This design comes from an exercise in tuning for small area on the open sky130 flow, not from production work. In this exercise RTL edits were held to simulation tests only and were not proved equivalent to the original. Power figures rest on the tool's default switching activity, not on a simulated workload.

==> 09-01: inputs <==
==> flow/design.v <==
`default_nettype none
`default_nettype wire
`default_nettype none
module tsi_frame_counter (
	input  logic       clk,
	input  logic       reset,
	input  logic       input_valid,
	output logic [1:0] pos_chan,    
	output logic [2:0] pos_bit,     
	output logic       frame_end,
	output logic       played
);
	logic [4:0] count;
	assign pos_chan = count[4:3];
	assign pos_bit  = count[2:0];
	assign frame_end = input_valid && (count == 5'd31);
	always_ff @(posedge clk)
	begin
		if (reset)
		begin
			count  <= '0;    
			played <= 1'b0;  
		end
		else
		begin
			if (input_valid)
				count <= count + 1'b1;  
			if (frame_end)
				played <= 1'b1;
		end
	end
endmodule
`default_nettype wire
`default_nettype none
module tsi_conn_memory (
	input  logic        clk,
	input  logic        reset,
	input  logic [21:0] control,
	input  logic [1:0]  pos_chan,
	output logic [71:0] conn_words   
);
	logic [8:0] words [32];  
	logic       wr_en;
	logic [4:0] wr_addr;
	logic [15:0] wr_data;
	logic       wr_pat;
	logic [8:0] wr_code;
	assign wr_en   = control[21];
	assign wr_addr = control[20:16];
	assign wr_data = control[15:0];
	assign wr_pat = wr_data[13] && wr_data[15];
	always_comb
	begin
		wr_code = {!wr_pat, wr_data[7:0]};
		if (reset)
			wr_code[5] = 1'b0;
		else if (!wr_pat)
			wr_code[5] = wr_data[13];
		if (reset)
			wr_code[8] = 1'b1;
	end
	always_ff @(posedge clk)
	begin
		for (int i = 0; i < 32; i++)
		begin
			if (reset || (wr_en && (wr_addr == 5'(i))))
				words[i] <= wr_code;  
		end
	end
	always_comb
	begin
		for (int k = 0; k < 8; k++)
			conn_words[9*k +: 9] = words[{3'(k), pos_chan}];
	end
endmodule
`default_nettype wire
`default_nettype none
module tsi_speech_memory (
	input  logic        clk,
	input  logic        input_valid,
	input  logic [1:0]  pos_chan,
	input  logic [7:0]  stream_in,
	input  logic [39:0] src_slots,   
	output logic [7:0]  src_bits
);
	logic [55:0] line [8];
	logic [31:0] slot_bits;
	always_ff @(posedge clk)
	begin
		for (int k = 0; k < 8; k++)
		begin
			if (input_valid)
				line[k] <= {line[k][54:0], stream_in[k]};
		end
	end
	always_comb
	begin
		for (int k = 0; k < 8; k++)
		begin
			for (int cs = 0; cs < 4; cs++)
			begin
				case (pos_chan)
					2'd0: slot_bits[4*k + cs] = line[k][8*(4 - cs) - 1];
					2'd1: slot_bits[4*k + cs] = line[k][8*(5 - cs) - 1];
					2'd2: slot_bits[4*k + cs] = line[k][8*(6 - cs) - 1];
					default: slot_bits[4*k + cs] = line[k][8*(7 - cs) - 1];
				endcase
			end
		end
	end
	always_comb
	begin
		for (int k = 0; k < 8; k++)
			src_bits[k] = slot_bits[src_slots[5*k +: 5]];
	end
endmodule
`default_nettype wire
`default_nettype none
module tsi_output_select (
	input  logic        clk,
	input  logic        reset,
	input  logic        input_valid,
	input  logic        played,
	input  logic [1:0]  pos_chan,
	input  logic [2:0]  pos_bit,
	input  logic [71:0] conn_words,
	input  logic [7:0]  src_bits,
	output logic [7:0]  stream_out,
	output logic        sync
);
	logic [7:0] next_bits;  
	always_comb
	begin
		for (int k = 0; k < 8; k++)
		begin
			if (!played)
				next_bits[k] = 1'b0;                           
			else if (conn_words[9*k + 8])
				next_bits[k] = conn_words[9*k + 5] && src_bits[k];  
			else
				next_bits[k] = conn_words[9*k + 32'(pos_bit)];  
		end
	end
	always_ff @(posedge clk)
	begin
		if (reset)
		begin
			stream_out <= '0;
			sync       <= 1'b0;
		end
		else
		begin
			if (input_valid)
				stream_out <= next_bits;
			sync <= input_valid && played && (pos_chan == 2'd0) && (pos_bit == 3'd0);
		end
	end
endmodule
`default_nettype wire
`default_nettype none
module tsi_switch (
	input  logic        clk,
	input  logic        reset,
	input  logic        input_valid,
	input  logic [21:0] control,      
	input  logic [7:0]  stream_in,
	output logic [7:0]  stream_out,
	output logic        sync
);
	logic [1:0] pos_chan;   
	logic [2:0] pos_bit;    
	logic frame_end;        
	logic played;           
	logic [71:0] conn_words;
	logic [39:0] src_slots;
	logic [7:0] src_bits;  
	always_comb
	begin
		for (int k = 0; k < 8; k++)
			src_slots[5*k +: 5] = conn_words[9*k +: 5];
	end
	tsi_frame_counter u_tsi_frame_counter (
		.clk         (clk),
		.reset       (reset),
		.input_valid (input_valid),
		.pos_chan    (pos_chan),
		.pos_bit     (pos_bit),
		.frame_end   (frame_end),
		.played      (played)
	);
	tsi_conn_memory u_tsi_conn_memory (
		.clk        (clk),
		.reset      (reset),
		.control    (control),
		.pos_chan   (pos_chan),
		.conn_words (conn_words)
	);
	tsi_speech_memory u_tsi_speech_memory (
		.clk         (clk),
		.input_valid (input_valid),
		.pos_chan    (pos_chan),
		.stream_in   (stream_in),
		.src_slots   (src_slots),
		.src_bits    (src_bits)
	);
	tsi_output_select u_tsi_output_select (
		.clk         (clk),
		.reset       (reset),
		.input_valid (input_valid),
		.played      (played),
		.pos_chan    (pos_chan),
		.pos_bit     (pos_bit),
		.conn_words  (conn_words),
		.src_bits    (src_bits),
		.stream_out  (stream_out),
		.sync        (sync)
	);
endmodule
`default_nettype wire
==> flow/run.sh <==
#!/bin/bash
# synth_recipe.tcl (not shown) runs the flow's synth.tcl, then flattens the netlist and writes it again
# the make line also repeats each setting of config.mk as NAME=value (left out here)
make -C /OpenROAD-flow-scripts/flow DESIGN_CONFIG=/design/flow/config.mk WORK_HOME=/design/flow/orfs CLKGATE_MAP_FILE= SYNTH_SCRIPT=/design/flow/synth_recipe.tcl finish
==> flow/config.mk <==
export PLATFORM = sky130hd
export DESIGN_NAME = tsi_switch
export DESIGN_NICKNAME = tsi_switch
export VERILOG_FILES = /design/flow/design.v
export SDC_FILE = /design/flow/constraint.sdc
export NUM_CORES = 4
export LEC_CHECK = 0
export CAP_MARGIN = 20
export CORE_MARGIN = 2
export CORE_UTILIZATION = 60
export CTS_BUF_LIST = sky130_fd_sc_hd__clkbuf_4
export CTS_CLUSTER_DIAMETER = 40
export CTS_CLUSTER_SIZE = 10
export PLACE_DENSITY = 0.75
export SLEW_MARGIN = 20
==> flow/constraint.sdc <==
create_clock -name core_clock -period 8.0 [get_ports {clk}]
set_input_delay 1.6000 -clock core_clock [delete_from_list [all_inputs] [get_ports {clk}]]
set_output_delay 1.6000 -clock core_clock [all_outputs]
set_load 0.01 [all_outputs]
==> inputs of 11-22, as changes to 09-01 <==
Settings changed: CORE_UTILIZATION 60 to 40, CTS_BUF_LIST sky130_fd_sc_hd__clkbuf_4 to default, CTS_CLUSTER_DIAMETER 40 to default, CTS_CLUSTER_SIZE 10 to default, PLACE_DENSITY 0.75 to default.
==> run summary <==
Against 11-22, the clock power of 09-01 is lower by about 43%.
In critical path depth, 09-01 and 11-22 do not differ.
In flip-flop and latch count, 09-01 and 11-22 do not differ.
In sequential power, 09-01 and 11-22 hardly differ.
==> figures <==
metric                     11-22       09-01
Outcome  timing/DRC/antenna clean  timing/DRC/antenna clean
Detail Route met3 WL     3506 µm     4490 µm
GRT Total Usage           15.76%      22.55%
Power Combinational     0.494 mW    0.490 mW
Nets@finish                1,530       1,548
Cells after DPL            2,362       2,027
HPWL Detailed          33,430 µm   31,480 µm
Post-Place Cell Area  30,290 µm²  29,850 µm²
Internal Dissipation    6.937 mW    5.647 mW
Met3 GRT Util             2.930%      4.703%

==> separate check: timing with driven ports <==
Ports are ideal in the flow. The routed layouts listed here were re-timed in OpenROAD. Step 1, drivers: a clkbuf_16 drives clk and a buf_2 each remaining input, both assumed. Step 2 adds t to the input delays and takes it off the output delays; t is the mean of the earliest and latest rising clock arrival at the registers after step 1. Input paths then give back, and output paths get back, about the clock's delay inside the block. a / b / c = no drivers / after step 1 / after step 2; a / b = the first two.
| run | t, ns | setup slack, ns | worst slew at a driven data input, ns | pins driven straight from the clock port |
|---|---|---|---|---|
| 09-01 | 0.903 | 4.415 / 4.415 / 3.880 | 0.05 | 1 |
| 11-22 | 0.670 | 4.448 / 4.448 / 4.016 | 0.07 | 1 |
After both steps every run listed still meets setup and hold. The setup slack of 09-01, which loses most, moves by 0.000 ns with the drivers and by -0.535 ns with both steps.
